This is an optimization exercise on Yosys and OpenROAD, whose aim is small area, a short achievable clock period and few clock cycles, not a production implementation. The RTL was checked by simulation tests, not by an equivalence proof against the original design.

### flow/config.mk
export PLATFORM = sky130hd
export DESIGN_NAME = pipe_exe_md
export DESIGN_NICKNAME = pipe_exe_md
export VERILOG_FILES = /design/flow/design.v
export SDC_FILE = /design/flow/constraint.sdc
export NUM_CORES = 4
export LEC_CHECK = 0
export ABC_AREA = 1
export CAP_MARGIN = 20
export CORE_MARGIN = 2
export CORE_UTILIZATION = 40
export SETUP_SLACK_MARGIN = 1.5
export SLEW_MARGIN = 20
### flow/constraint.sdc
create_clock -name core_clock -period 9.0 [get_ports {clock}]
set_input_delay 1.8000 -clock core_clock [delete_from_list [all_inputs] [get_ports {clock}]]
set_output_delay 1.8000 -clock core_clock [all_outputs]
set_load 0.01 [all_outputs]
### flow/design.v
module pipe_exe_md #(
  parameter logic [31:0] DIV0_LO = 32'hFFFFFFFF
) (
  input  logic        clock,
  input  logic        resetn,
  input  logic        ebubble,
  input  logic [3:0]  ealuc,
  input  logic        ealuimm,
  input  logic        eshift,
  input  logic        ejal,
  input  logic [3:0]  emd,
  input  logic [31:0] ea,
  input  logic [31:0] eb,
  input  logic [31:0] eimm,
  input  logic [31:0] esa,
  input  logic [31:0] epc4,
  input  logic [4:0]  ern0,
  output logic [31:0] ealu,
  output logic [4:0]  ern,
  output logic        md_stall
);
  localparam logic [3:0] MD_MULT  = 4'd1;
  localparam logic [3:0] MD_MULTU = 4'd2;
  localparam logic [3:0] MD_DIV   = 4'd3;
  localparam logic [3:0] MD_DIVU  = 4'd4;
  localparam logic [3:0] MD_MFHI  = 4'd5;
  localparam logic [3:0] MD_MFLO  = 4'd6;
  localparam logic [3:0] MD_MTHI  = 4'd7;
  localparam logic [3:0] MD_MTLO  = 4'd8;
  logic [31:0] hi_q, lo_q;
  logic        hx_q;          
  logic        bprev_q;       
  logic [32:0] d_q;           
  logic        busy_q;
  logic        mul_q;         
  logic        sgn_q;         
  logic        fix_q;         
  logic        fixing_q;      
  logic        negq_q, negr_q;
  logic [3:0]  cnt_q;         
  logic [31:0] aluA, aluB, aluRes;
  assign aluA = eshift  ? esa  : ea;
  assign aluB = ealuimm ? eimm : eb;
  logic        aluSub;
  logic [31:0] aluBx, aluSum;
  logic [32:0] aluSumC;
  assign aluSub  = (ealuc[2:0] == 3'b100);
  assign aluBx   = aluB ^ {32{aluSub}};
  assign aluSumC = {aluA, 1'b1} + {aluBx, aluSub};
  assign aluSum  = aluSumC[32:1];
  logic        shLeft, shFill;
  logic [31:0] shIn, shOut, shRes;
  logic [32:0] shWide;
  assign shLeft = ~ealuc[2];
  assign shFill = ealuc[2] & ealuc[3] & aluB[31];
  always_comb begin
    for (int i = 0; i < 32; i++) shIn[i] = shLeft ? aluB[31-i] : aluB[i];
  end
  assign shWide = 33'($signed({shFill, shIn}) >>> aluA[4:0]);
  assign shOut  = shWide[31:0];
  always_comb begin
    for (int i = 0; i < 32; i++) shRes[i] = shLeft ? shOut[31-i] : shOut[i];
  end
  always_comb begin
    aluRes = 32'd0;
    case (ealuc[1:0])
      2'b00: aluRes = aluSum;
      2'b01: aluRes = ealuc[2] ? (aluA | aluBx) : (aluA & aluBx);
      2'b10: aluRes = ealuc[2] ? {aluB[15:0], 16'd0} : (aluA ^ aluBx);
      2'b11: aluRes = shRes;
      default: aluRes = 32'd0;
    endcase
  end
  logic [31:0] pc8;
  pem_add #(30) u_pc8 (.a(epc4[31:2]), .b(30'd0), .cin(1'b1), .s(pc8[31:2]));
  assign pc8[1:0] = epc4[1:0];
  always_comb begin
    ealu = aluRes;
    ern  = ern0;
    if (ejal) begin
      ealu = pc8;
      ern  = 5'd31;
    end else if (emd == MD_MFHI) begin
      ealu = hi_q;
    end else if (emd == MD_MFLO) begin
      ealu = lo_q;
    end
  end
  logic isMul, isDiv, isHL, start;
  assign isMul = !ebubble && (emd == MD_MULT || emd == MD_MULTU);
  assign isDiv = !ebubble && (emd == MD_DIV  || emd == MD_DIVU);
  assign isHL  = !ebubble && (emd == MD_MFHI || emd == MD_MFLO ||
                              emd == MD_MTHI || emd == MD_MTLO);
  assign md_stall = resetn && busy_q && isHL;
  logic        dSigned, aNeg, bNeg;
  logic [31:0] absA, absB;
  logic [5:0]  zA, zB;
  logic [5:0]  sh;            
  logic        bZero, qZero;
  logic [32:0] dAlign;
  function automatic logic [5:0] clz32(input logic [31:0] x);
    logic [15:0]      z1;
    logic [15:0]      c1;
    logic [7:0]       z2;
    logic [7:0][1:0]  c2;
    logic [3:0]       z3;
    logic [3:0][2:0]  c3;
    logic [1:0]       z4;
    logic [1:0][3:0]  c4;
    logic             z5;
    logic [4:0]       c5;
    for (int i = 0; i < 16; i++) begin
      z1[i] = ~(x[2*i+1] | x[2*i]);
      c1[i] = ~x[2*i+1];
    end
    for (int i = 0; i < 8; i++) begin
      z2[i] = z1[2*i+1] & z1[2*i];
      c2[i] = z1[2*i+1] ? {1'b1, c1[2*i]} : {1'b0, c1[2*i+1]};
    end
    for (int i = 0; i < 4; i++) begin
      z3[i] = z2[2*i+1] & z2[2*i];
      c3[i] = z2[2*i+1] ? {1'b1, c2[2*i]} : {1'b0, c2[2*i+1]};
    end
    for (int i = 0; i < 2; i++) begin
      z4[i] = z3[2*i+1] & z3[2*i];
      c4[i] = z3[2*i+1] ? {1'b1, c3[2*i]} : {1'b0, c3[2*i+1]};
    end
    z5 = z4[1] & z4[0];
    c5 = z4[1] ? {1'b1, c4[0]} : {1'b0, c4[1]};
    clz32 = z5 ? 6'd32 : {1'b0, c5};
  endfunction
  function automatic logic [31:0] cneg32(input logic [31:0] x, input logic neg);
    logic below;
    below = 1'b0;
    for (int i = 0; i < 32; i++) begin
      cneg32[i] = x[i] ^ (neg & below);
      below = below | x[i];
    end
  endfunction
  assign dSigned = (emd == MD_DIV);
  assign aNeg  = dSigned && ea[31];
  assign bNeg  = dSigned && eb[31];
  assign absA  = cneg32(ea, aNeg);
  assign absB  = cneg32(eb, bNeg);
  assign zA    = clz32(absA);
  assign zB    = clz32(absB);
  assign bZero = (eb == 32'd0);
  assign qZero = (zA > zB);
  assign sh    = zB - zA;
  assign dAlign = {absB, 1'b0} << {sh[5:1], 1'b0};
  function automatic logic [83:0] csa42(input logic [41:0] x, input logic [41:0] y,
                                        input logic [41:0] z);
    logic [41:0] sm, cy;
    sm = x ^ y ^ z;
    cy = (x & y) | (x & z) | (y & z);
    csa42 = {cy[40:0], 1'b0, sm};
  endfunction
  logic [41:0] accX, aX, mSum, negs;
  logic [3:0][41:0] pp;
  logic [3:0]  bNegD;
  logic [8:0]  bWin;
  logic [83:0] l1a, l1b, l2, l3;
  assign accX = {{9{hx_q}}, hi_q};
  assign aX   = {{10{sgn_q & d_q[31]}}, d_q[31:0]};
  assign bWin = fixing_q ? 9'b000000010 : {lo_q[7:0], bprev_q};
  always_comb begin
    for (int i = 0; i < 4; i++) begin
      logic b0, b1, b2;
      logic [41:0] m;
      b0 = bWin[2*i];
      b1 = bWin[2*i+1];
      b2 = bWin[2*i+2];
      m = ((b1 ^ b0) ? aX : 42'd0) |
          (((b2 & ~b1 & ~b0) | (~b2 & b1 & b0)) ? {aX[40:0], 1'b0} : 42'd0);
      bNegD[i] = b2;
      pp[i] = (m ^ {42{b2}}) << (2 * i);
    end
    pp[1][0] = bNegD[0];
    pp[2][2] = bNegD[1];
    pp[3][4] = bNegD[2];
    negs = {35'd0, bNegD[3], 6'd0};
  end
  assign l1a = csa42(accX, pp[0], pp[1]);
  assign l1b = csa42(pp[2], pp[3], negs);
  assign l2  = csa42(l1a[41:0], l1a[83:42], l1b[41:0]);
  assign l3  = csa42(l2[41:0], l2[83:42], l1b[83:42]);
  pem_add #(42) u_madd (.a(l3[41:0]), .b(l3[83:42]), .cin(1'b0), .s(mSum));
  logic [33:0] t1, t2;
  logic        q1, q2;
  logic [31:0] r1, r2;
  pem_add #(34) u_sub1 (.a({2'b0, hi_q}), .b(~{1'b0, d_q}), .cin(1'b1), .s(t1));
  assign q1 = ~t1[33];
  assign r1 = q1 ? t1[31:0] : hi_q;
  pem_add #(34) u_sub2 (.a({2'b0, r1}), .b(~{2'b0, d_q[32:1]}), .cin(1'b1), .s(t2));
  assign q2 = ~t2[33];
  assign r2 = q2 ? t2[31:0] : r1;
  logic mulRun, mulFix, divRun, divFix, lastCyc, writeHi, writeLo;
  logic divImm, run;
  assign run     = busy_q & !isMul & !isDiv;
  assign lastCyc = (cnt_q == 4'd0);
  assign mulRun  = run &  mul_q & !fixing_q;
  assign mulFix  = run &  mul_q &  fixing_q;
  assign divRun  = run & !mul_q & !fixing_q;
  assign divFix  = run & !mul_q &  fixing_q;
  assign divImm  = bZero | qZero;
  assign writeHi = !busy_q && !ebubble && (emd == MD_MTHI);
  assign writeLo = !busy_q && !ebubble && (emd == MD_MTLO);
  always_ff @(posedge clock or negedge resetn) begin
    if (!resetn) begin
      busy_q   <= 1'b0;
      mul_q    <= 1'b0;
      sgn_q    <= 1'b0;
      fix_q    <= 1'b0;
      fixing_q <= 1'b0;
      negq_q   <= 1'b0;
      negr_q   <= 1'b0;
      cnt_q    <= 4'd0;
    end else if (isMul) begin
      busy_q   <= 1'b1;
      mul_q    <= 1'b1;
      sgn_q    <= (emd == MD_MULT);
      fix_q    <= (emd == MD_MULTU) && eb[31];
      fixing_q <= 1'b0;
      cnt_q    <= 4'd3;
    end else if (isDiv) begin
      busy_q   <= !divImm;
      mul_q    <= 1'b0;
      fix_q    <= aNeg || bNeg;
      fixing_q <= 1'b0;
      negq_q   <= aNeg ^ bNeg;
      negr_q   <= aNeg;
      cnt_q    <= 4'(sh[5:1]);
    end else if (busy_q) begin
      if (!lastCyc) begin
        cnt_q <= cnt_q - 4'd1;
      end else if (fix_q && !fixing_q) begin
        fixing_q <= 1'b1;
      end else begin
        fixing_q <= 1'b0;
        busy_q   <= 1'b0;
      end
    end
  end
  always_ff @(posedge clock) begin
    if (isMul) begin
      d_q <= {1'b0, ea};
    end else if (isDiv) begin
      d_q <= dAlign;
    end else if (divRun) begin
      d_q <= {2'b0, d_q[32:2]};
    end
  end
  always_ff @(posedge clock or negedge resetn) begin
    if (!resetn) begin
      hx_q    <= 1'b0;
      bprev_q <= 1'b0;
    end else if (isMul) begin
      hx_q    <= 1'b0;
      bprev_q <= 1'b0;
    end else if (mulRun) begin
      hx_q    <= mSum[40];
      bprev_q <= lo_q[7];
    end
  end
  logic selHiEa, selHiAbs, selHiHold, selLoDz, selLoHold, selLoEa;
  logic [31:0] hiD, loD;
  assign selHiEa   = (isDiv & divImm) | writeHi;
  assign selHiAbs  = isDiv & !divImm;
  assign selHiHold = !isMul & !isDiv & !busy_q & !writeHi;
  assign selLoDz   = isDiv & bZero;
  assign selLoEa   = writeLo;
  assign selLoHold = !isMul & !isDiv & (mulFix | (!busy_q & !writeLo));
  always_comb begin
    hiD = ({32{selHiEa}}   & ea)
        | ({32{selHiAbs}}  & absA)
        | ({32{mulRun}}    & mSum[39:8])
        | ({32{mulFix}}    & mSum[31:0])
        | ({32{divRun}}    & r2)
        | ({32{divFix}}    & cneg32(hi_q, negr_q))
        | ({32{selHiHold}} & hi_q);
    loD = ({32{isMul}}     & eb)
        | ({32{selLoDz}}   & DIV0_LO)
        | ({32{mulRun}}    & {mSum[7:0], lo_q[31:8]})
        | ({32{divRun}}    & {lo_q[29:0], q1, q2})
        | ({32{divFix}}    & cneg32(lo_q, negq_q))
        | ({32{selLoEa}}   & ea)
        | ({32{selLoHold}} & lo_q);
  end
  always_ff @(posedge clock or negedge resetn) begin
    if (!resetn) begin
      hi_q <= 32'd0;
      lo_q <= 32'd0;
    end else begin
      hi_q <= hiD;
      lo_q <= loD;
    end
  end
endmodule
module pem_add #(
  parameter int N = 32
) (
  input  logic [N-1:0] a,
  input  logic [N-1:0] b,
  input  logic         cin,
  output logic [N-1:0] s
);
  logic [N-1:0] p, g, pp, gg;
  always_comb begin
    p = a ^ b;
    g = a & b;
    gg = g;
    pp = p;
    gg[0] = g[0] | (p[0] & cin);
    for (int d = 1; d < N; d = d * 2) begin
      for (int i = 2 * d - 1; i < N; i = i + 2 * d) begin
        gg[i] = gg[i] | (pp[i] & gg[i-d]);
        pp[i] = pp[i] & pp[i-d];
      end
    end
    for (int d = 64; d >= 1; d = d / 2) begin
      for (int i = 3 * d - 1; i < N; i = i + 2 * d) begin
        gg[i] = gg[i] | (pp[i] & gg[i-d]);
        pp[i] = pp[i] & pp[i-d];
      end
    end
    s[0] = p[0] ^ cin;
    for (int i = 1; i < N; i++) s[i] = p[i] ^ gg[i-1];
  end
endmodule
### flow/run.sh
#!/bin/bash
# synth_recipe.tcl (not shown) runs the flow's synth.tcl, then flattens the netlist and writes it again
# the make line also repeats each setting of config.mk as NAME=value (left out here)
make -C /OpenROAD-flow-scripts/flow DESIGN_CONFIG=/design/flow/config.mk WORK_HOME=/design/flow/orfs CLKGATE_MAP_FILE= SYNTH_SCRIPT=/design/flow/synth_recipe.tcl finish
==> run notes, run 1 <==
The slowest stage of the critical path belongs to the cell sky130_fd_sc_hd__ha_4. The proportion of synthesized area in mux cells was 1.49%; the maximum count of clock buffers along a single path was 2. The count of buffers added on input and output ports is 216. Of all flip-flops after synthesis, the portion carrying an async set or reset was 70.0%. The number of placed instances, taps included, is 5388.

The root buffer cell chosen for the clock tree is sky130_fd_sc_hd__clkbuf_16. For this design the top-level I/O count stands at 217. Buffers inserted to repair hold after CTS numbered 0. The overflow left after global routing was 0; the final setup violation count was 0. The post-synthesis sequential element count was 110. The via count of the first global-routing pass was 31100; the max-slew violation count was 0.

The floorplan step set the die width to 270 µm. The count of nets left with antenna violations once routing finished came out at 0. For the final database, setup skew stands at 0.0205 ns. Critical-path maximum fanout: 7.

Detailed placement ended at an HPWL of 115000 µm. The top cell type by area accounts for 11.0% of the synthesized area. By area the synthesized netlist is led by sky130_fd_sc_hd__fa_1, sky130_fd_sc_hd__nand2_1, sky130_fd_sc_hd__ha_1, sky130_fd_sc_hd__xor2_1, sky130_fd_sc_hd__o21ai_0.

The run gives 3 as the depth of the CTS H-tree. Setup repair after global routing could not meet its margin everywhere. The compound-gate portion of the synthesized area is 25.2%. The run gives 0.0324 mm² as the placed instance area. In this run the core area contains 97 standard-cell rows. At the pin with the least slew margin, the transition time is 1.10 ns. Entering global routing, the biggest net connects 98 pins.

Time the final worst path needs with I/O delays and setup: 7.65 ns. The run gives 6 as the first-pass iteration count of the detailed router. Category of the most critical setup path: primary input to output pin.

The die area was 0.0729 mm²; the post-route clock period utilization was 85.1%. Post-synthesis simple-gate area fraction: 21.9%. The path class of the tightest hold or removal check is register to register.

Post-synthesis net count: 4823. In the synthesized netlist, the cells that appear most often are sky130_fd_sc_hd__nand2_1, sky130_fd_sc_hd__inv_1, sky130_fd_sc_hd__o21ai_0. The flow ran to the end and the layout has no timing, DRC or antenna violations. Net count of the finished layout: 5148.

The sum of negative setup slack came out at 0 ns. The tools report the number of hold violations in the final report as 0. Summing all non-filler instances in the final layout gives an area of 0.0357 mm².

For the overall global routing resource usage, the log shows 37.9%. The tools report the category of the worst setup path launch point as a primary input. The biggest area contributor in the post-synthesis netlist is sky130_fd_sc_hd__fa_1.

After synthesis the cells add up to 0.0283 mm². The later pin in the worst-skew pair is clocked with a latency of 0.40 ns. The tools report the count of distinct cell types in the synthesized netlist as 68. For the register-to-register setup slack, the log shows 1.47 ns.

The run gives 110 as the TritonCTS sink count. The logs give 33600 for the total number of vias and 7086 for the number of filler instances in the final layout. After detailed routing, the number of remaining DRC violations is 0. The congestion estimate from routability-driven global placement came to 1.04. The average vias per placed instance is 6.06, and the area share of fa/ha/maj cells after synthesis is 21.1%. In this run the mean area of a mapped cell was 6.64 µm².

Relative to the synthesized area, the layout overhead comes to 26.1%. The footprint of the multi-input gates is 0.0243 mm², and the parity-gate share of the synthesized area counting xor and xnor cells is 9.56%. The worst pin sits at a relative slew slack of 26.1%. STA puts the critical path data required time at 7.20 ns.

The tool flagged a number of max-cap violations equal to 0. The most frequently used cell type in the post-synthesis netlist was sky130_fd_sc_hd__nand2_1. The worst setup path is captured at an output pin.

STA puts the critical path data arrival time at 5.85 ns. The run gives 0.498 ns as the minimum hold slack. The cell count after synthesis came out at 4261. The post-route netlist has 17.6% of its cells at a drive strength greater than 1. Sequential elements use 10.3% of the synthesized area. After the first detailed-routing iteration, the DRC count stood at 4153. The first global-routing pass estimated 207000 µm of wire.

TritonCTS built the clock tree. Timing would allow up to 0.131 GHz. The mean routed wirelength per cell works out to 26.0 µm. The overall routed net length was 144000 µm. The number of synthesized flops with an enable pin was 32; the initial antenna violation count was 13. The count of warnings emitted by yosys was 4.

Once layout is complete, the cells apart from fillers number 5533. After synthesis, the largest family of logic cells by area is compound AO/OA/AOI/OAI gates. The tools report the area occupied by registers as 0.00291 mm². Worst stage delay on the critical path: 0.29 ns. The clock transition at the registers of the reported paths was 0.08 ns. The core region is 0.0700 mm².

The starting utilization of the core area came out at 40.4%. Clock tree synthesis inserted a total of 9 buffers. Among all flip-flop cells after synthesis, the most frequent one is sky130_fd_sc_hd__dfrtp_1.

The floorplan die height came out at 270 µm.
==> final cells by class <==
cell class / instances / share of cell area, %
repair inverters: 2 / 0.0421
clock buffers: 13 / 0.701
flip-flops and latches: 110 / 8.15
inverters: 559 / 5.96
multi-input cells: 3373 / 68.2
repair buffers: 531 / 13.6
diodes: 2 / 0.0140
clock inverters: 3 / 0.0596
well taps: 940 / 3.30
==> kinds of logic after synthesis <==
logic type	count (synthesis)
compound gates	1191
xor+xnor	308
buf+inv	778
simple gates	1449
flops	110
mux	42
fa+ha+maj	383
==> critical path: cells and delay by family <==
kind | cells | cell delay (ns)
fa+ha+maj | 1 | 0.29
simple gates | 15 | 1.58
buf+inv | 8 | 0.66
xor+xnor | 1 | 0.20
compound gates | 9 | 1.33
==> per-layer routing <==
metal  wire length [µm]  vias to the layer above  track usage (%)
met1              56100                    15900             48.6
met4              11300                        6             24.4
li1                   -                    15200                -
met5                 35                        -                0
met2              62700                     2013             59.0
met3              14000                      480             6.50
==> metrics by stage <==
step,utilization [%],setup slack [ns]
finish,51.0,1.35
global route,51.0,1.08
CTS,48.5,1.28
detailed placement,46.2,0.169
global placement,46.2,0.164
floorplan,-,1.49
==> final timing paths <==
check | start | depth (start not counted) | end
max | ealuc[0] | 34 | ealu[28]
min | d_q[32] | 2 | d_q[32]
max reg2reg | hi_q[0] | 52 | hi_q[2]
min reg2reg | d_q[32] | 2 | d_q[32]
max in group asynchronous | resetn | 2 | lo_q[5]
min in group asynchronous | resetn | 1 | hi_q[4]
==> registers in the layout, summed over array words and instances, names as in the netlist <==
signal	flops
bprev_q	1
busy_q	1
cnt_q	4
d_q	33
fix_q	1
fixing_q	1
hi_q	32
hx_q	1
lo_q	32
mul_q	1
negq_q	1
negr_q	1
sgn_q	1
==> cell usage in the layout, fill, tap and decap left out, types with 38 or more instances in the layout <==
cell                              netlist  layout
sky130_fd_sc_hd__ha_1                 227     212
sky130_fd_sc_hd__inv_1                507     471
sky130_fd_sc_hd__nor2_1               252     226
sky130_fd_sc_hd__inv_2                 36      64
sky130_fd_sc_hd__nor3_1                40      38
sky130_fd_sc_hd__dfrtp_1               77      75
sky130_fd_sc_hd__o22ai_1              212     209
sky130_fd_sc_hd__mux2i_1               42      38
sky130_fd_sc_hd__clkdlybuf4s50_1        0     143
sky130_fd_sc_hd__a21oi_1              226     198
sky130_fd_sc_hd__xor2_1               253     239
sky130_fd_sc_hd__nor2_2                26      43
sky130_fd_sc_hd__nand2_2               19      45
sky130_fd_sc_hd__xnor2_1               54      53
sky130_fd_sc_hd__buf_4                  2     275
sky130_fd_sc_hd__o211ai_1             113     113
sky130_fd_sc_hd__o21ai_2                2      47
sky130_fd_sc_hd__fa_1                 156     151
sky130_fd_sc_hd__nand3_1              198     166
sky130_fd_sc_hd__o21ai_1                9      70
sky130_fd_sc_hd__nand2_1              825     776
sky130_fd_sc_hd__o21ai_0              436     309
==> repair_timing <==
action,CTS,global route
gates cloned,2,6
gates resized for setup,349,335
pin swaps,83,148
endpoints found under the hold margin,0,0
endpoints found under the setup margin,97,100
setup buffers,58,61
Testbench counts, summed over its fixed seeds: cycles 31,550.
==> inputs of run 2 (changes only) <==
==> flow/flow/run.sh (new file) <==
#!/bin/bash
set -euo pipefail
export BUFFER_PORTS_ARGS="-buffer_cell sky130_fd_sc_hd__buf_2"
bash standard.sh > standard_flow.log 2>&1
==> flow/standard.sh (new file) <==
#!/bin/bash
# synth_recipe.tcl (not shown) runs the flow's synth.tcl, then flattens the netlist and writes it again
# the make line also repeats each setting of config.mk as NAME=value (left out here)
make -C /OpenROAD-flow-scripts/flow DESIGN_CONFIG=/design/flow/config.mk WORK_HOME=/design/flow/orfs CLKGATE_MAP_FILE= SYNTH_SCRIPT=/design/flow/synth_recipe.tcl "${@:-finish}"
removed: flow/run.sh
==> run 2 against run 1 <==
Still clean on timing, DRC and antenna; worst hold slack lost 0.014 ns; register-to-register slack gained 0.13 ns; first-iteration DRC count shrank 1.4%; via count shrank 1.4%; synthesized cell count is the same; area after synthesis is the same; final cell count shrank 2.0%; non-clock buffer count shrank 119; worst setup slack gained 0.056 ns.
==> run notes, run 2 <==
The arrival time at the worst endpoint is 5.80 ns. The worst setup margin was 1.40 ns; the number of placed instances with taps included was 5279. The congestion estimate from routability-driven global placement came to 1.06. The kind of cell with the highest combined delay along the critical path is compound AO/OA/AOI/OAI gates. For hold timing, the worst endpoint is d_q[32]. The clock drives 110 sinks. The flow ran to the end and the layout has no timing, DRC or antenna violations. After the last flow step, the layout net total stands at 5032.

The first global-routing pass estimated 198000 µm of wire. The critical path starts at ealuc[0]. After routing, the total negative slack on setup checks comes to 0 ns. Along the worst path, the maximum fanout reaches 5.

After technology mapping, the gate count stands at 4261. The number of primary I/O pins was 217; the synthesized area per cell was 6.64 µm². After detailed routing, the number of remaining DRC violations is 0. The placed instances occupy a cell area of 0.0304 mm².

The logs give 0.0330 mm² for the finished layout cell area and 4823 for the post-synthesis net count. The multi-input combinational cells in the finished layout cover a total of 0.0235 mm². The number of hold buffers added after CTS was 0. Pin count of the biggest net entering global routing: 79. The via count of the first global-routing pass was 30800. Most frequently used cell type in the post-synthesis netlist: sky130_fd_sc_hd__nand2_1. The commonest cells after synthesis are sky130_fd_sc_hd__nand2_1, sky130_fd_sc_hd__inv_1, sky130_fd_sc_hd__o21ai_0. The starting utilization of the core area came out at 40.4%. In the synthesized netlist the dominant register cell turns out to be sky130_fd_sc_hd__dfrtp_1. Of the available clock period, the critical path in the final layout requires 84.4%. The layout cell share with drive strength beyond 1 came out at 17.2%. The category of the most critical setup path was primary input to output pin. For the depth of the CTS H-tree, the log shows 3.

Startpoint of the most critical hold path: d_q[32]. Measured against its own limit, the worst slew margin works out to 15.4%. The violation count after the first detailed-routing iteration came out at 4093. The most common library cell in the layout ignoring fill and taps was sky130_fd_sc_hd__nand2_1. The sum of net half-perimeters after detailed placement came out at 108000 µm.

The floorplan has 97 rows. In this run the clock root is driven by a sky130_fd_sc_hd__clkbuf_16. Clock-pin slew was measured on the worst setup and hold paths at 0.09 ns. The final clock skew was 0.0137 ns; the number of clock buffers inserted by TritonCTS was 9. The maximum clock frequency was 0.132 GHz; the pre-CTS worst setup slack was 0.392 ns.

TritonCTS built the clock tree. Subtracting the final worst setup slack from the clock period gives 7.60 ns. In the final routed layout, each cell accounts on average for 25.4 µm. The run gives 6 as the initial antenna violation count. For the total number of vias, the log shows 33100. Minimum hold slack: 0.484 ns. In this run the register-to-register setup slack is 1.60 ns. The number of hold violations in the final report was 0; the proportion of synthesized chip area in sequential cells was 10.3%.

The critical path contains buffers and inverters numbering 8 combined. In the global route stage, overall resource usage came out at 36.1%. The area growth from synthesis to layout works out to 16.6%.

Counting along the longest clock path gives a buffer depth of 2. In this run the worst hold path is classified as register to register. Fill cells in the final layout number 7401. Endpoint type of the worst setup path: an output pin.

During synthesis, Yosys emitted a total of 4 warnings. The count of distinct cell types in the synthesized netlist came out at 68. Setup violations remaining at the end of the flow were counted as 0.

The synthesized design contains 32 enable-type register cells. The worst stage delay on the critical path is 0.27 ns, and the floorplan die height is 270 µm. The largest total area in the synthesized netlist belongs to sky130_fd_sc_hd__fa_1.

The clock insertion delay at the later pin of the skew report came out at 0.39 ns. Leaving out fill and tap cells, the most frequent cells in the layout are sky130_fd_sc_hd__nand2_1, sky130_fd_sc_hd__inv_1, sky130_fd_sc_hd__o21ai_0. Before antenna repair, the detailed router went through 9 iterations.

The register with the most flip-flops in the layout has 33 of them. The library cell appearing most often on the critical path is sky130_fd_sc_hd__o21ai_2. The largest registers in the layout are d_q (33), hi_q (32), lo_q (32).

The average vias per placed instance came out at 6.11. Summed over its instances, the top area cell type makes up 11.0% of the synthesized netlist area. The logic depth of the worst register-to-register path came out at 49. The floorplan step defined a die boundary enclosing 0.0729 mm².

In the final layout, flip-flops and latches occupy 0.00291 mm². The worst hold path cell count works out to 2. The number of port buffers was 216; the post-synthesis sequential element count was 110. Setup repair after global routing could not meet its margin everywhere.

The launch instance of the worst register-to-register path was d_q[7]. The synthesized netlist occupies a cell area of 0.0283 mm². In this run the horizontal extent of the chip is 270 µm.

The register with the highest flop count is d_q. The worst setup path is launched from a primary input. At the pin with the least slew margin, the transition time is 1.27 ns.

After synthesis, the share of flip-flops with an asynchronous set or reset is 70.0%. The number of maximum-capacitance violations is 0, and the critical path data required time is 7.20 ns. Among all stages on the critical path, the largest delay is contributed by sky130_fd_sc_hd__ha_4. The floorplan step defined a core boundary enclosing 0.0700 mm². Summed over all layers, the routed wires come to 138000 µm.

Ranked by total cell area, the synthesized netlist is headed by sky130_fd_sc_hd__fa_1, sky130_fd_sc_hd__nand2_1, sky130_fd_sc_hd__ha_1, sky130_fd_sc_hd__xor2_1, sky130_fd_sc_hd__o21ai_0. Once detail routing completed, the nets flagged for antenna violations numbered 0. The tools report the max-slew violation count as 0. In this run the critical register-to-register path is captured at hi_q[30]. Once layout is complete, the cells apart from fillers number 5420.

After global routing the overflow that remains totals 0.
## run 2: how the worst max path moves through the flow
stage / end / cells past startpoint
6_report: ealu[30] / 32
4_1_cts: ealu[6] / 16
2_1_floorplan: ealu[30] / 33
3_5_place_dp: hi_q[31] / 51
5_1_grt: hi_q[30] / 44
3_3_place_gp: ealu[31] / 27
## run 2: timing repair
item | CTS | global route
endpoints found under the setup margin | 64 | 97
buffers inserted | 34 | 74
pin swaps | 41 | 94
cloned | 5 | 6
gates resized for setup | 131 | 222
hold endpoints to repair | 0 | 0
## run 2: area by class of cell
type                            instances  share of cell area, %
Clock buffer                           10                  0.694
Sequential cell                       110                   8.83
Timing Repair inverter                  4                 0.0759
Clock inverter                          6                  0.114
Tap cell                              940                   3.57
Antenna cell                            5                 0.0379
Timing Repair Buffer                  412                   8.80
Inverter                              559                   6.57
Multi-Input combinational cell       3374                   71.3
## run 2: worst register-to-register path, delay by kind of cell, from the launching register on
| family | cells | cell delay (ns) |
|---|---|---|
| simple gates | 23 | 2.12 |
| fa+ha+maj | 4 | 1.45 |
| flops | 1 | 0.49 |
| buf+inv | 6 | 0.71 |
| compound gates | 16 | 2.47 |
## run 2: routing by layer
metal / up-vias / track usage [%] / part of all wire [%]
met5: - / 0 / 0.030
met4: 6 / 25.2 / 8.7
met3: 569 / 7.91 / 10
met2: 2047 / 56.1 / 43
met1: 15500 / 44.4 / 38
li1: 14900 / - / -
## run 2: cell families (layout without fill, tap and decap cells)
family                     after synthesis  after routing  synth area share [%]
muxes                                   42             42                  1.49
DFF                                    110            110                  10.3
adders and majority gates              383            383                  21.1
and+or+nand+nor                       1449           1450                  21.9
buffers and inverters                  778            991                  10.4
other                                    0              5                     0
AOI/OAI and AO/OA                     1191           1191                  25.2
xor gates and xnor gates               308            308                  9.56
## run 2: per-stage QoR
step / util [%]
global route: 47.1
detailed placement: 43.4
global placement: 43.4
CTS: 45.0
finish: 47.1
floorplan: -
==> inputs of run 3 (changes only) <==
--- a/flow/design.v
+++ b/flow/design.v
@@ -44,8 +44,6 @@
   logic        aluSub;
-  logic [31:0] aluBx, aluSum;
-  logic [32:0] aluSumC;
+  logic [31:0] aluBx, aluSum, aluP, aluG;
   assign aluSub  = (ealuc[2:0] == 3'b100);
   assign aluBx   = aluB ^ {32{aluSub}};
-  assign aluSumC = {aluA, 1'b1} + {aluBx, aluSub};
-  assign aluSum  = aluSumC[32:1];
+  pem_ks32 u_alu_add (.a(aluA), .b(aluBx), .cin(aluSub), .s(aluSum), .p(aluP), .g(aluG));
   logic        shLeft, shFill;
@@ -67,4 +65,4 @@
       2'b00: aluRes = aluSum;
-      2'b01: aluRes = ealuc[2] ? (aluA | aluBx) : (aluA & aluBx);
-      2'b10: aluRes = ealuc[2] ? {aluB[15:0], 16'd0} : (aluA ^ aluBx);
+      2'b01: aluRes = ealuc[2] ? (aluP | aluG) : aluG;
+      2'b10: aluRes = ealuc[2] ? {aluB[15:0], 16'd0} : aluP;
       2'b11: aluRes = shRes;
@@ -328,2 +326,31 @@
   end
+endmodule
+module pem_ks32 (
+  input  logic [31:0] a,
+  input  logic [31:0] b,
+  input  logic        cin,
+  output logic [31:0] s,
+  output logic [31:0] p,
+  output logic [31:0] g
+);
+  logic [31:0] gg, pp, gn, pn;
+  always_comb begin
+    p = a ^ b;
+    g = a & b;
+    gg = g;
+    pp = p;
+    gg[0] = g[0] | (p[0] & cin);
+    for (int d = 1; d < 32; d = d * 2) begin
+      gn = gg;
+      pn = pp;
+      for (int i = d; i < 32; i++) begin
+        gn[i] = gg[i] | (pp[i] & gg[i-d]);
+        pn[i] = pp[i] & pp[i-d];
+      end
+      gg = gn;
+      pp = pn;
+    end
+    s[0] = p[0] ^ cin;
+    for (int i = 1; i < 32; i++) s[i] = p[i] ^ gg[i-1];
+  end
 endmodule
==> run 3 against run 2 <==
Still clean on timing, DRC and antenna; fmax rose by 0.48%; via count decreased by 2.0%; global-route usage increased by 1.6 points; count of clock-buffer cells in the layout rose by 1; sequential share of layout area is 0.11 points higher; die area grew 0.55%; final cell count is 1.2% lower; first-iteration DRC count fell by 14%; utilization shrank 0.77 points.
==> run notes, run 3 <==
The synthesized area per cell was 6.74 µm². The clock transition at the registers of the reported paths is 0.08 ns. Most common library cell in the layout ignoring fill and taps: sky130_fd_sc_hd__nand2_1.

Summed over all nets, the half-perimeter wirelength after detailed placement is 115000 µm. For the clock insertion delay at the later pin of the skew report, the log shows 0.38 ns. The worst register-to-register path begins at d_q[4].

Across the run, the number of max-cap violations was 0. Async set or reset register ratio after synthesis: 70.0%. After clock tree synthesis, the flow added hold-fix buffers numbering 0. The worst stage delay on the critical path came out at 0.39 ns. The pre-antenna-repair detailed-routing pass consisted of 6 iterations.

The number of nets handed over by synthesis was 4784. The largest area contributor in the synthesized netlist was sky130_fd_sc_hd__fa_1. In the post-synthesis netlist, the cell with the most instances is sky130_fd_sc_hd__nand2_1. Dividing the detail-routed via count by the number of cells gives 6.06. The register with the most flip-flops in the layout has 33 of them. The share of the synthesized area in the top cell type was 11.0%; the critical path data required time was 7.20 ns.

The clock tree synthesis step divided the H-tree into 3 levels. Once the floorplan was initialized, standard cells occupied 40.5% of the core. Leaving out fill and tap cells, the most frequent cells in the layout are sky130_fd_sc_hd__nand2_1, sky130_fd_sc_hd__inv_1, sky130_fd_sc_hd__o21ai_0.

The chip width works out to 271 µm. The maximum clock frequency was 0.132 GHz; the number of synthesized flops with an enable pin was 32. After detailed routing, the total wire length is 142000 µm. The post-route netlist has 16.9% of its cells at a drive strength greater than 1.

The total DRC errors in the routed layout was 0; the number of port buffers was 216. The number of hold violations in the final report is 0. The floorplan has 97 rows. The floorplan step defined a die boundary enclosing 0.0733 mm². The logs give 5.76 ns for the arrival time at the worst endpoint and 89 for the pin count of the biggest net entering global routing. For flop-to-flop paths, the worst setup slack is 1.82 ns.

The tools report the endpoint type of the worst setup path as an output pin. Predominant post-synthesis flop cell: sky130_fd_sc_hd__dfrtp_1. The overall global routing resource usage was 37.7%; the number of primary I/O pins was 217.

The critical path contains buffers and inverters numbering 7 combined. The worst hold path begins at fix_q.

The tools report the worst hold endpoint as fix_q. The maximum count of clock buffers along a single path is 2. Counting instances in the post-synthesis netlist gives the leading cell types as sky130_fd_sc_hd__nand2_1, sky130_fd_sc_hd__inv_1, sky130_fd_sc_hd__o21ai_0. The via count of the first global-routing pass was 30600; the proportion of synthesized chip area in sequential cells was 10.2%.

Counting cells, the worst reg-to-reg path comes to 46. Category of the worst setup path launch point: a primary input. Counting instances, the worst hold path has a depth of 2.

Capture instance of the worst register-to-register path: hi_q[5]. TritonCTS built the clock tree. Counting every sink on the clock net gives 110. The detail route stage leaves a number of antenna-violating nets equal to 0. In this run, CTS created clock tree buffers numbering 9. The logs give 3535 for the violation count after the first detailed-routing iteration and 32400 for the total number of vias. The max-slew violation count was 0; the minimum hold slack was 0.498 ns. The floorplan step defined a core boundary enclosing 0.0703 mm². Ranked by flip-flop count, first place goes to d_q.

Relative to the synthesized area, the layout overhead comes to 14.4%. Headroom to the max-slew limit came out at 27.8%. The cell count after synthesis was 4221. The critical path in this run is classified as primary input to output pin. For this run the aggregate overflow at the end of global routing stands at 0. Family with the most delay on the worst path: simple AND/OR/NAND/NOR gates. The number of different library cells used by synthesis comes to 73.

The worst hold path belongs to the class register to register. Library cell appearing most often on the critical path: sky130_fd_sc_hd__nand2_2. For this design, the slowest cell found on the critical path is sky130_fd_sc_hd__fa_2. In this run the worst path has a maximum fanout of 5.

The number of placed instances with taps included is 5268, and the total standard cell area after synthesis is 0.0285 mm². The flow ran to the end and the layout has no timing, DRC or antenna violations. In the final timing run, aggregate negative setup slack is 0 ns. The floorplan die height came out at 271 µm.

The cell sitting at the root of the clock tree is a sky130_fd_sc_hd__clkbuf_16. The net count of the finished layout is 4971. In the finished design, the share of the clock period the worst path needs comes to 84.0%. Routability-driven placement finished with a final weighted congestion of 1.07. Counting I/O delays and the setup requirement, the final critical path takes 7.56 ns. Setup repair after global routing could not meet its margin everywhere.

The initial antenna violation count was 16. The final standard cell count with taps included and fillers excluded was 5356. The slew at the pin closest to its max-slew limit is 1.08 ns, and the final setup violation count is 0. The largest registers in the layout are d_q (33), hi_q (32), lo_q (32).

Count of warnings emitted by yosys: 5. Post-synthesis sequential element count: 110. Final clock skew: 0.0174 ns. The first global-routing pass estimated 205000 µm of wire. In the final routed layout, each cell accounts on average for 26.5 µm. By area the synthesized netlist is led by sky130_fd_sc_hd__fa_1, sky130_fd_sc_hd__nand2_1, sky130_fd_sc_hd__ha_1, sky130_fd_sc_hd__o21ai_0, sky130_fd_sc_hd__xor2_1.
## run 3: changes by cell type after synthesis, moves of 10 or more
cell                       delta
sky130_fd_sc_hd__o211ai_1    -42
sky130_fd_sc_hd__nand2_1     -39
sky130_fd_sc_hd__nor2_1      -35
sky130_fd_sc_hd__nand3_1     -21
sky130_fd_sc_hd__o21ai_0     +17
sky130_fd_sc_hd__a21oi_1     +12
sky130_fd_sc_hd__o21ai_1     +12
sky130_fd_sc_hd__a221oi_1    +10
## run 3: metrics by stage
stage / area, µm² / worst slack (ns) / util (%)
6_report: 32600 / 1.44 / 46.3
4_1_cts: 31600 / 1.50 / 45.0
2_1_floorplan: 28500 / 1.52 / -
3_3_place_gp: 30700 / 0.407 / 43.7
5_1_grt: 32600 / 1.26 / 46.3
3_5_place_dp: 30700 / 0.462 / 43.7
## run 3: worst reg2reg max path: cells and delay by family, from the launching register on
kind / cells / cell delay [ns]
compound gates: 17 / 2.97
fa+ha+maj: 2 / 0.54
buf+inv: 9 / 1.24
flops: 1 / 0.51
simple gates: 18 / 1.78
## run 3: layout make-up
| class | count | area [µm²] |
|---|---|---|
| antenna | 3 | 7.51 |
| clock buffer | 11 | 264 |
| clock inverter | 5 | 46.3 |
| fill | 7400 | 37700 |
| inverter | 569 | 2160 |
| multi-input combinational | 3327 | 23400 |
| sequential | 110 | 2910 |
| tap | 940 | 1180 |
| timing repair buffer | 391 | 2560 |
## run 3: worst max-delay path by stage
stage / startpoint / to / slack (ns) / cells past startpoint
final: ealuc[0] / ealu[24] / 1.44 / 31
after global routing: ealuc[0] / ealu[30] / 1.26 / 33
after CTS: ealuc[1] / ealu[30] / 1.50 / 34
after detailed placement: ealuc[0] / ealu[28] / 0.46 / 32
after global placement: ealuc[0] / ealu[28] / 0.41 / 32
after floorplan: eshift / ealu[30] / 1.52 / 32
## run 3: kinds of logic after synthesis
logic type               count (synthesis)  share of synthesized area, %
AND/OR/NAND/NOR                       1368                          21.4
adder cells (fa/ha/maj)                384                          21.0
XOR/XNOR                               305                          9.51
buffers and inverters                  785                          10.6
flip-flops                             110                          10.2
multiplexers                            45                          1.58
AO/OA/AOI/OAI                         1224                          25.6
## run 3: routing by layer
layer	vias up	global-route usage (%)	wire length, µm
met4	14	28.0	12800
met2	1881	59.6	62700
li1	14800	-	-
met1	15300	45.4	53000
met5	-	0	88
met3	496	7.37	13500
## run 3: what timing repair did
action	in CTS	in global routing
buffers inserted	25	41
endpoints found under the hold margin	0	0
setup endpoints to repair	55	87
gates cloned	2	1
gates resized for setup	113	171
pin swaps	28	72
Testbench counts of run 3, summed over its fixed seeds: cycles 31,550.
==> inputs of run 4 (changes only) <==
==> flow/flow/run.sh (replaced) <==
#!/bin/bash
# The standard layout, with two changes to how the layout is made:
#  - the port buffers are buf_2 cells instead of the slow delay buffer that
#    buffer_ports picks by default (every port still gets its own buffer);
#  - the resizer may change a cell's footprint when it sizes gates.
# Synthesis is the standard one, unchanged.
set -euo pipefail
export BUFFER_PORTS_ARGS="-buffer_cell sky130_fd_sc_hd__buf_2"
sed 's/CLKGATE_MAP_FILE= /CLKGATE_MAP_FILE= MATCH_CELL_FOOTPRINT=0 /' standard.sh > standard_fp.sh
grep -q 'MATCH_CELL_FOOTPRINT=0' standard_fp.sh
bash standard_fp.sh > standard_flow.log 2>&1
--- a/flow/config.mk
+++ b/flow/config.mk
@@ -11,3 +11,3 @@
 export CORE_UTILIZATION = 40
-export SETUP_SLACK_MARGIN = 1.5
+export SETUP_SLACK_MARGIN = 2.5
 export SLEW_MARGIN = 20
==> run 4 against run 3 <==
Still clean on timing, DRC and antenna; global-route usage down 0.47 points; final area up 14%; worst hold slack better by 0.0081 ns; sequential share of layout area down 1.1 points; register-to-register slack better by 0.08 ns.
==> run notes, run 4 <==
The run finished with no timing, DRC or antenna violations. The predominant post-synthesis flop cell was sky130_fd_sc_hd__dfrtp_1. Along the worst hold path, the cell count comes to 2.

The sum of negative setup slack came out at 0 ns. The worst hold endpoint was d_q[32]. In this run, synthesis inferred 32 flip-flops with an integrated enable. The synthesized design contains 110 register bits.

The floorplan die height is 271 µm, and the logic depth of the worst register-to-register path is 51. The flip-flop count of the largest register after layout is 33. The die covers 0.0733 mm². The total standard cell area after synthesis is 0.0285 mm².

The register-to-register setup slack is 1.90 ns. The async set or reset register ratio after synthesis works out to 70.0%. After synthesis, the cell types taking the most area are sky130_fd_sc_hd__fa_1, sky130_fd_sc_hd__nand2_1, sky130_fd_sc_hd__ha_1, sky130_fd_sc_hd__o21ai_0, sky130_fd_sc_hd__xor2_1. The number of hold violations in the final report is 0, and the share of the synthesized area in the top cell type is 11.0%. No sink is reached through more buffers than the 2 on the longest clock path.

The run gives 0 as the overflow left after global routing. In this run the tightest slew margin relative to its limit is 29.0%. TritonCTS built the clock tree. The average vias per placed instance works out to 6.16. After layout, the worst setup slack is 1.56 ns.

In the synthesized netlist, the number of instances is 4221. The first-pass iteration count of the detailed router came out at 8. For the clock insertion delay at the later pin of the skew report, the log shows 0.39 ns.

The time the final worst path needs with I/O delays and setup was 7.44 ns. The library cell appearing most often on the critical path is sky130_fd_sc_hd__buf_4. By instance count, the leading cell after synthesis is sky130_fd_sc_hd__nand2_1. The largest registers in the layout are d_q (33), hi_q (32), lo_q (32). For this run, the total global-route usage over all layers was measured as 37.2%.

Setup repair after global routing could not meet its margin everywhere. The critical path data required time was 7.20 ns; the minimum hold slack was 0.506 ns. In this run the standard cell core region covers 0.0703 mm². Including well taps, the total number of placed cells is 5239. The run gives 5554 as the final standard cell count with taps included and fillers excluded. The most common library cell in the layout ignoring fill and taps was sky130_fd_sc_hd__nand2_1.

After synthesis, the mean cell area works out to 6.74 µm². Counting every sink on the clock net gives 110. Once detailed placement completed, the half-perimeter wirelength came to 107000 µm. At the end of the flow, the number of nets in the layout was 5168. For this run, the top clock speed supported by timing is 0.134 GHz. The first global-routing pass estimated 206000 µm of wire.

The number of primary I/O pins was 217. Synthesis instantiated 73 different standard cells from the library. Category of the most critical setup path: primary input to output pin. The final layout contains routed wiring with a total length of 144000 µm.

The post-route netlist has 28.4% of its cells at a drive strength greater than 1. The initialized floorplan defines 97 standard-cell rows. Ranked by instance count, the synthesized netlist is headed by sky130_fd_sc_hd__nand2_1, sky130_fd_sc_hd__inv_1, sky130_fd_sc_hd__o21ai_0.

The register with the highest flop count was d_q. The worst hold path begins at d_q[32]. The cell with the largest stage delay on the worst path is sky130_fd_sc_hd__ha_4. Entering global routing, the biggest net connects 81 pins. Initial antenna violation count: 10. The largest area contributor in the synthesized netlist was sky130_fd_sc_hd__fa_1. Clock tree synthesis selected as its root buffer the cell sky130_fd_sc_hd__clkbuf_16. The placer's final routability congestion estimate is 1.06, and the chip width is 271 µm. For the worst setup path, the data arrival time is 5.64 ns.

The tightest min-delay check is of the register to register type. The count of warnings emitted by yosys was 5. In the routed design, unresolved DRC markers number 0.

In this run the tool buffered the top-level ports with 216 buffer cells. In this run the remaining antenna-violating nets after routing total 0.

Buffers inserted to repair hold after CTS numbered 0. In this run the critical register-to-register path is captured at hi_q[1]. The max-slew violation count was 0. The critical-path maximum fanout works out to 7. The tools report the launch instance of the worst register-to-register path as d_q[1]. In the layout the commonest cells are sky130_fd_sc_hd__nand2_1, sky130_fd_sc_hd__inv_1, sky130_fd_sc_hd__o21ai_0.

The tools report the starting utilization of the core area as 40.5%. Max-cap violations in this run came to 0. The via count of the first global-routing pass came out at 31900. Post-route clock period utilization: 82.6%. Setup violations remaining at the end of the flow were counted as 0. Endpoint type of the worst setup path: an output pin. Area growth from synthesis to layout: 30.0%. The mean routed wirelength per cell is 25.8 µm, and the post-layout utilization of the core is 52.6%.

The worst stage delay on the critical path came out at 0.25 ns. The number of clock buffers inserted by TritonCTS was 9; the final clock skew was 0.0144 ns. The run gives 4572 as the violation count after the first detailed-routing iteration. The category of the worst setup path launch point was a primary input. Prior to clock tree synthesis, the placed netlist has a worst setup slack of 0.873 ns. The clock tree synthesis step divided the H-tree into 3 levels. Slew at the pin closest to its max-slew limit: 1.06 ns.

Clock-pin slew was measured on the worst setup and hold paths at 0.08 ns. The number of nets in the synthesized netlist is 4784. Of the synthesized area, sequential elements account for 10.2%. For this block, the via count after detailed routing is 34200.
==> run 4: cell counts after synthesis <==
No cell type changed its count.
==> run 4: worst max-delay path by stage <==
stage,start,end,slack (ns),cells past startpoint
after floorplan,ealuc[0],ealu[30],2.12,30
after global placement,ealuimm,ealu[30],0.91,34
after detailed placement,ealuimm,ealu[30],0.87,34
after CTS,ealuc[1],ealu[23],1.61,28
after global routing,ealuc[0],ealu[30],1.43,32
final,ealuc[0],ealu[10],1.56,28
==> run 4: cell families (layout without fill, tap and decap cells) <==
kind of cell    after synthesis  after routing  synth area share (%)
compound gates             1224           1224                  25.6
xor+xnor                    305            305                  9.51
fa+ha+maj                   384            384                  21.0
buf+inv                     785           1172                  10.6
flops                       110            110                  10.2
mux                          45             45                  1.58
other cells                   0              4                     0
simple gates               1368           1370                  21.4
==> run 4: cell type report <==
cell class,count,area [µm²]
inverters,569,2250
diodes,4,10.0
flip-flops and latches,110,2910
clock buffers,11,254
clock inverters,5,62.6
fillers,6807,33300
multi-input cells,3328,25600
repair inverters,3,31.3
well taps,940,1180
repair buffers,584,4700
==> run 4: routing by layer <==
metal	vias to the layer above	wire [µm]	track usage, %
met4	8	12300	25.3
met2	2270	62300	57.3
li1	15200	-	-
met5	-	54	0
met1	16100	51900	45.5
met3	648	17000	9.67
==> run 4: repair_timing <==
| action | in CTS | in global routing |
|---|---|---|
| buffers inserted | 180 | 96 |
| pin swaps | 152 | 209 |
| endpoints found under the setup margin | 100 | 99 |
| cloned | 13 | 6 |
| resized for setup | 513 | 406 |
==> run 4: through the flow <==
step           cell area, µm²
6_report                37000
5_1_grt                 37000
4_1_cts                 34500
3_5_place_dp            30900
3_3_place_gp            30900
2_1_floorplan           29000
==> run 4: worst max-delay path: cells and delay by family <==
| kind | cells | cell delay, ns |
|---|---|---|
| xor+xnor | 2 | 0.35 |
| compound gates | 5 | 0.83 |
| buf+inv | 15 | 1.75 |
| fa+ha+maj | 1 | 0.25 |
| simple gates | 5 | 0.64 |
==> inputs of run 5 (changes only) <==
--- a/flow/config.mk
+++ b/flow/config.mk
@@ -11,3 +11,3 @@
 export CORE_UTILIZATION = 40
-export SETUP_SLACK_MARGIN = 2.5
+export SETUP_SLACK_MARGIN = 1.5
 export SLEW_MARGIN = 20
==> run 5 against run 4 <==
Final area shrank 12%; non-clock buffer count shrank 209; critical path depth is the same; synthesized cell count is the same; final cell count shrank 3.8%; critical endpoint is now ealu[26]; highest routed layer unchanged.
==> run notes, run 5 <==
Sequential elements use 10.2% of the synthesized area. When the netlist entered floorplanning its net count stood at 4784. The worst stage delay on the critical path is 0.39 ns. Clock insertion delay at the later pin of the skew report: 0.38 ns.

For this run the aggregate overflow at the end of global routing stands at 0. Synthesis produced 4221 cells. Largest area contributor in the synthesized netlist: sky130_fd_sc_hd__fa_1. The global routing stage identified its most utilized layer as met2. TritonCTS built the clock tree. The area share of fa/ha/maj cells after synthesis is 21.0%. The region available for standard cell placement spans 0.0703 mm².

The H-tree generated during clock tree synthesis spans 3 levels. The post-synthesis simple-gate area fraction is 21.4%, and the maximum clock frequency is 0.135 GHz. The met1 routing resource usage after global routing was 45.1%. The net count of the finished layout came out at 4955. The register with the highest flop count was d_q.

The tools report the count of distinct cell types in the synthesized netlist as 73. The critical path contains buffers and inverters numbering 5 combined. Of the cells placed in the final design, the portion with a size suffix greater than 1 is 16.6%. The path with the worst hold slack has its endpoint at d_q[32]. The largest registers in the layout are d_q (33), hi_q (32), lo_q (32). Max-cap violations in this run came to 0. The tree is rooted in a sky130_fd_sc_hd__clkbuf_16. Chip width: 271 µm.

The async set or reset register ratio after synthesis is 70.0%. On the critical path, the stage with the largest delay is an instance of sky130_fd_sc_hd__ha_1. For this block, the initial DRC count from the detailed router was 4262. The worst register-to-register path has a depth of 43.

The flip-flop count of the largest register after layout was 33; the slew at the pin closest to its max-slew limit was 1.16 ns. After layout, the minimum clock period comes to 7.42 ns. The post-synthesis sequential element count is 110.

For this run, global-route usage on met3 was measured as 8.48%. The tools report the number of primary I/O pins as 217. The final setup violation count is 0.

For the max-slew violation count, the log shows 0. The flow ran to the end and the layout has no timing, DRC or antenna violations. The family with the most delay on the worst path was compound AO/OA/AOI/OAI gates. The clock transition at the registers of the reported paths came out at 0.09 ns.

For this block, the via count after detailed routing is 32500. For this run, the total global-route usage over all layers was measured as 36.1%. The first global-routing pass estimated 199000 µm of wire. On the final layout, the worst clock skew is 0.0196 ns.

The synthesized netlist devotes 9.51% of its cell area to XOR and XNOR gates. Total DRC errors in the routed layout: 0. In this run the register-to-register setup slack is 1.90 ns. Row generation in the floorplan step produced 97 rows.

For the total standard cell area after synthesis, the log shows 0.0285 mm². After detailed routing, the number of vias per cell comes to 6.08. In this run the worst hold path is classified as register to register. Measured against the total synthesized area, the mux share comes to 1.58%. In the finished design, the share of the clock period the worst path needs comes to 82.4%. The most critical setup path has its startpoint at eb[7]. Once the floorplan was initialized, standard cells occupied 40.5% of the core. After synthesis, the cell types taking the most area are sky130_fd_sc_hd__fa_1, sky130_fd_sc_hd__nand2_1, sky130_fd_sc_hd__ha_1, sky130_fd_sc_hd__o21ai_0, sky130_fd_sc_hd__xor2_1. The worst-case headroom to the max-slew limit came out at 22.2%. The area growth from synthesis to layout works out to 14.5%. The run gives 9 as the number of clock buffers inserted by TritonCTS.

For met2 alone, demand over resource in global routing was 55.3%. The startpoint identified for the worst hold timing path is d_q[32]. Via count of the first global-routing pass: 30600. The synthesized netlist devotes 25.6% of its cell area to compound gates.

In this design, the critical path's most frequently occurring cell is sky130_fd_sc_hd__nand2_2. For the pin count of the biggest net entering global routing, the log shows 76. The worst hold path passes through 2 cells. In this run the critical register-to-register path is captured at hi_q[30]. The tools report the initial antenna violation count as 13.

Once detail routing completed, the nets flagged for antenna violations numbered 0. The die covers 0.0733 mm². The worst setup path is captured at an output pin. The worst setup path is launched from a primary input. Launch instance of the worst register-to-register path: fixing_q.

The critical-path maximum fanout is 5. The logs give 0 for the number of hold violations in the final report and 0.0326 mm² for the finished layout cell area. The category of the most critical setup path was primary input to output pin. Setup total negative slack on the finished layout was measured at 0 ns. Setup repair after global routing could not meet its margin everywhere. Counting flops with a built-in enable in the synthesized netlist gives 32. After detailed routing, the total wire length is 137000 µm.

After detailed placement, the total cell area comes to 0.0306 mm². The tools report the critical path data required time as 7.20 ns. The number of port buffers is 216, and the arrival time at the worst endpoint is 5.62 ns.

First-pass iteration count of the detailed router: 8. The combinational family with the most area after synthesis is compound AO/OA/AOI/OAI gates. The commonest cells after synthesis are sky130_fd_sc_hd__nand2_1, sky130_fd_sc_hd__inv_1, sky130_fd_sc_hd__o21ai_0. The library cell used most frequently in the layout, excluding fill and tap cells, is sky130_fd_sc_hd__nand2_1.

During synthesis, Yosys emitted a total of 5 warnings. The mean routed wirelength per cell was 25.7 µm. Across all hold checks on the routed design, the worst slack comes to 0.484 ns. In this run the vertical extent of the chip is 271 µm. The run gives 0 as the total of hold buffers inserted after clock tree synthesis. No sink is reached through more buffers than the 2 on the longest clock path. A synthesized cell averages 6.74 µm². In this run the biggest area consumer among cell types represents 11.0% of the synthesized area.

The TritonCTS sink count is 110. At the end of routability-driven placement, the weighted congestion stood at 1.06. In the layout the commonest cells are sky130_fd_sc_hd__nand2_1, sky130_fd_sc_hd__inv_1, sky130_fd_sc_hd__o21ai_0. Yosys instantiated no cell more often than sky130_fd_sc_hd__nand2_1.

The predominant post-synthesis flop cell is sky130_fd_sc_hd__dfrtp_1. Detailed placement ended at an HPWL of 109000 µm.
## run 5: kinds of logic after synthesis
logic type,after synthesis
flops,110
compound gates,1224
mux,45
simple gates,1368
fa+ha+maj,384
buf+inv,785
xor+xnor,305
## run 5: per-stage QoR
step / instances / setup slack [ns] / util (%)
4_1_cts: 5287 / 1.47 / 44.7
3_3_place_gp: 5258 / 0.607 / 43.6
6_report: 5342 / 1.58 / 46.4
2_1_floorplan: 4221 / 1.52 / -
5_1_grt: 5337 / 1.38 / 46.3
3_5_place_dp: 5258 / 0.497 / 43.6
## run 5: repair_timing
item                                    4_1_cts  5_1_grt
resized for setup                            94      208
gates cloned                                  1        6
endpoints found under the hold margin         0        0
pin swaps                                    18       77
setup buffers                                12       44
endpoints found under the setup margin       58       89
## run 5: final cells by class
cell class	instances	area, µm²
Timing Repair Buffer	375	2600
Tap cell	940	1180
Inverter	569	2180
Fill cell	7279	37700
Clock buffer	10	250
Timing Repair inverter	1	5.00
Multi-Input combinational cell	3326	23400
Clock inverter	6	51.3
Sequential cell	110	2910
Antenna cell	5	12.5
## run 5: how the worst max path moves through the flow
stage / to / slack (ns) / cells past startpoint
3_5_place_dp: hi_q[30] / 0.50 / 54
5_1_grt: hi_q[30] / 1.38 / 43
2_1_floorplan: ealu[30] / 1.52 / 32
6_report: ealu[26] / 1.58 / 28
4_1_cts: hi_q[30] / 1.47 / 43
3_3_place_gp: hi_q[30] / 0.61 / 54
## run 5: per-layer routing
layer  up-vias  share of wire, %
met5         -             0.064
met2      1932                43
li1      14700                 -
met3       514                11
met4        14               7.9
met1     15300                38
## run 5: worst reg2reg max path, delay by kind of cell, from the launching register on
| family | cells | cell delay, ns |
|---|---|---|
| simple gates | 15 | 1.64 |
| buf+inv | 10 | 0.97 |
| flops | 1 | 0.43 |
| xor+xnor | 1 | 0.11 |
| fa+ha+maj | 5 | 2.05 |
| compound gates | 12 | 1.78 |
==> inputs of run 6 (changes only) <==
--- a/flow/config.mk
+++ b/flow/config.mk
@@ -10,3 +10,3 @@
 export CORE_MARGIN = 2
-export CORE_UTILIZATION = 40
+export CORE_UTILIZATION = 50
 export SETUP_SLACK_MARGIN = 1.5
==> run 6 against run 5 <==
Final cell count fell by 3.2%; global-route usage rose by 8.2 points; critical endpoint is now ealu[28]; wire length fell by 1.3%; critical path type unchanged; still clean.
==> run notes, run 6 <==
In the routed design, unresolved DRC markers number 0. The run gives 5 as the initial antenna violation count. TritonCTS built the clock tree. Once detailed placement completed, the half-perimeter wirelength came to 108000 µm. The mean routed wirelength per cell was 26.2 µm; the number of hold violations in the final report was 0. The flip-flop count of the largest register after layout is 33, and the placer's final routability congestion estimate is 1.11.

The run gives 8 as the first-pass iteration count of the detailed router. The pre-CTS worst setup slack is 0.688 ns. sky130_fd_sc_hd__fa_1 takes more of the synthesized area than any other cell. The most numerous cell type found on the critical path is sky130_fd_sc_hd__nand2_2.

The tools report the endpoint type of the worst setup path as an output pin. The logs give 0.0305 mm² for the placed instance area and 7.20 ns for the critical path data required time. Relative to the synthesized area, the layout overhead comes to 14.1%. Ranked by total cell area, the synthesized netlist is headed by sky130_fd_sc_hd__fa_1, sky130_fd_sc_hd__nand2_1, sky130_fd_sc_hd__ha_1, sky130_fd_sc_hd__o21ai_0, sky130_fd_sc_hd__xor2_1.

Count of warnings emitted by yosys: 5. For the final setup violation count, the log shows 0. Predominant post-synthesis flop cell: sky130_fd_sc_hd__dfrtp_1. Counting flops with a built-in enable in the synthesized netlist gives 32. Overall global routing resource usage: 44.2%. The floorplan has 87 rows. Of all nets on the critical path, the largest fanout is 8. A synthesized cell averages 6.74 µm².

The tools report the remaining antenna violation count as 0. At the later pin of the worst-skew pair, clock insertion delay measures 0.39 ns. The root buffer cell chosen for the clock tree is sky130_fd_sc_hd__clkbuf_16. The clock transition at the registers of the reported paths works out to 0.08 ns. Measured in cells, the most critical reg-to-reg path has a length of 55.

The worst hold path cell count came out at 2. Via count of the first global-routing pass: 29900. The run finished with no timing, DRC or antenna violations. In the layout the commonest cells are sky130_fd_sc_hd__nand2_1, sky130_fd_sc_hd__inv_1, sky130_fd_sc_hd__o21ai_0.

For the number of maximum-capacitance violations, the log shows 0. Static timing analysis puts the maximum clock frequency at 0.132 GHz. For this design, the CTS-stage hold fixing added 0 buffers.

The total standard cell area after synthesis came out at 0.0285 mm². The most common library cell in the layout ignoring fill and taps is sky130_fd_sc_hd__nand2_1. In the final layout, the registers with the most flip-flops are d_q (33), hi_q (32), lo_q (32). For this configuration, the core starts out at a cell density of 50.6%. The layout cell share with drive strength beyond 1 is 17.1%, and the floorplan die height is 243 µm.

Fill cells in the final layout number 5765. The worst stage delay on the critical path was 0.33 ns; the total number of vias was 33100. When the netlist entered floorplanning its net count stood at 4784. The die area was 0.0588 mm². The register-to-register setup slack was 1.86 ns; the violation count after the first detailed-routing iteration was 4728. The run gives 110 as the TritonCTS sink count.

After synthesis, the share of flip-flops with an asynchronous set or reset is 70.0%. The longest clock path from root to sink contains 2 buffers. After global routing the overflow that remains totals 0. The core region is 0.0563 mm². STA classifies the critical path startpoint as a primary input. For the pin with the worst max-slew slack, the measured transition is 1.12 ns. Counting instances in the post-synthesis netlist gives the leading cell types as sky130_fd_sc_hd__nand2_1, sky130_fd_sc_hd__inv_1, sky130_fd_sc_hd__o21ai_0.

The clock tree synthesis step divided the H-tree into 3 levels. STA puts the critical path data arrival time at 5.80 ns. The area occupied by registers was 0.00292 mm².

The register with the highest flop count was d_q. The max-slew violation count was 0. Yosys mapped the design onto 73 distinct sky130hd cell types. The proportion of synthesized chip area in sequential cells was 10.2%; the number of clock buffers inserted by TritonCTS was 9. Chip width: 243 µm. The slowest stage of the critical path is the sky130_fd_sc_hd__a221oi_1 cell. The post-synthesis sequential element count was 110. The min-delay analysis places its worst path in the category register to register.

Worst-case headroom to the max-slew limit: 25.5%. Setup repair after global routing could not meet its margin everywhere. After layout, the minimum clock period comes to 7.60 ns.

Setup slack on the critical path of the routed design comes to 1.40 ns. The average vias per placed instance came out at 6.40. Input and output buffers added on the ports amount to 216.

Entering global routing, the biggest net connects 82 pins. The sum of negative setup slack is 0 ns, and the net count of the finished layout is 4971. Summing all multi-input logic gate instances after layout gives 0.0235 mm².

The most common cell in the synthesized netlist is sky130_fd_sc_hd__nand2_1. The worst path uses 84.4% of the clock period. The number of primary I/O pins is 217.

The critical path is of the primary input to output pin type. Wires add up to 135000 µm. Across the routed clock network, the largest skew measured is 0.0182 ns.

The cell count after synthesis was 4221; the share of the synthesized area in the top cell type was 11.0%. The first global-routing pass estimated 196000 µm of wire. The finished cells cover 0.0325 mm².
## run 6: cells by family (layout without fill, tap and decap cells)
family,after synthesis,count (layout),synth area share [%]
xor gates and xnor gates,305,305,9.51
adders and majority gates,384,384,21.0
AOI/OAI and AO/OA,1224,1224,25.6
muxes,45,45,1.58
other,0,2,0
DFF,110,110,10.2
and+or+nand+nor,1368,1368,21.4
buffers and inverters,785,977,10.6
## run 6: area by class of cell
class                      count  area share [%]
multi-input combinational   3326            72.3
clock buffer                   9           0.694
timing repair buffer         392            8.21
antenna                        2          0.0154
sequential                   110            8.98
tap                          756            2.91
inverter                     569            6.70
clock inverter                 7           0.204
## run 6: final timing paths
check | startpoint | to
min reg2reg | d_q[32] | d_q[32]
max reg2reg | d_q[5] | hi_q[30]
min in group asynchronous | resetn | hx_q
max in group asynchronous | resetn | fixing_q
max | ealuc[0] | ealu[28]
min | d_q[32] | d_q[32]
## run 6: through the flow
stage	util [%]	hold slack (ns)	std cells
finish	57.7	0.489	5171
global route	57.7	0.515	5169
CTS	55.5	0.483	5117
detailed placement	54.1	0.470	5082
global placement	54.1	0.476	5082
floorplan	-	0.449	4221
## run 6: what timing repair did
action	4_1_cts	5_1_grt
buffers inserted	19	50
resized for setup	91	230
cloned	0	2
pin swaps	15	89
endpoints found under the setup margin	61	87
## run 6: critical path, delay by kind of cell
kind | cells | cell delay (ns)
AO/OA/AOI/OAI | 7 | 1.23
buffers and inverters | 7 | 0.77
XOR/XNOR | 2 | 0.30
adder cells (fa/ha/maj) | 1 | 0.29
AND/OR/NAND/NOR | 13 | 1.40
## run 6: metal layers
metal | GRT usage [%] | part of all wire [%] | up-vias
met3 | 10.9 | 13 | 432
met1 | 59.4 | 39 | 15600
met4 | 21.4 | 6.0 | 8
met5 | 0 | 0.13 | -
met2 | 66.4 | 42 | 2273
li1 | - | - | 14800

## static timing again, ports no longer ideal
How much do the figures lean on ideal ports? The routed layouts below were timed once more, with nothing changed but the port constraints. Step 1 assumes that a clkbuf_16 drives the clock port and a buf_2 every other input. Step 2 adds t to the input delays and takes it off the output delays; t is the mean of the earliest and latest rising clock arrival at the registers after step 1. Input paths then give back, and output paths get back, about the clock's delay inside the block. Three values: no drivers, after step 1, after step 2; two values: the first two.
| run | shift t [ns] | setup WS [ns] | hold slack, ns | worst data-port slew with drivers (ns) |
|---|---|---|---|---|
| run 1 | 0.441 | 1.346 / 1.301 / 1.068 | 0.498 / 0.498 / 0.498 | 0.13 |
| run 2 | 0.443 | 1.402 / 1.355 / 1.355 | 0.484 / 0.484 / 0.484 | 0.10 |
| run 3 | 0.434 | 1.438 / 1.394 / 1.307 | 0.498 / 0.498 / 0.498 | 0.12 |
| run 4 | 0.447 | 1.562 / 1.505 / 1.505 | 0.506 / 0.506 / 0.506 | 0.18 |
| run 5 | 0.434 | 1.584 / 1.529 / 1.295 | 0.484 / 0.484 / 0.484 | 0.12 |
| run 6 | 0.441 | 1.401 / 1.356 / 1.283 | 0.489 / 0.489 / 0.489 | 0.09 |
After both steps setup and hold are still met in every run listed. For run 5, which loses most, drivers alone change the setup slack by -0.055 ns; drivers and shift together by -0.289 ns.
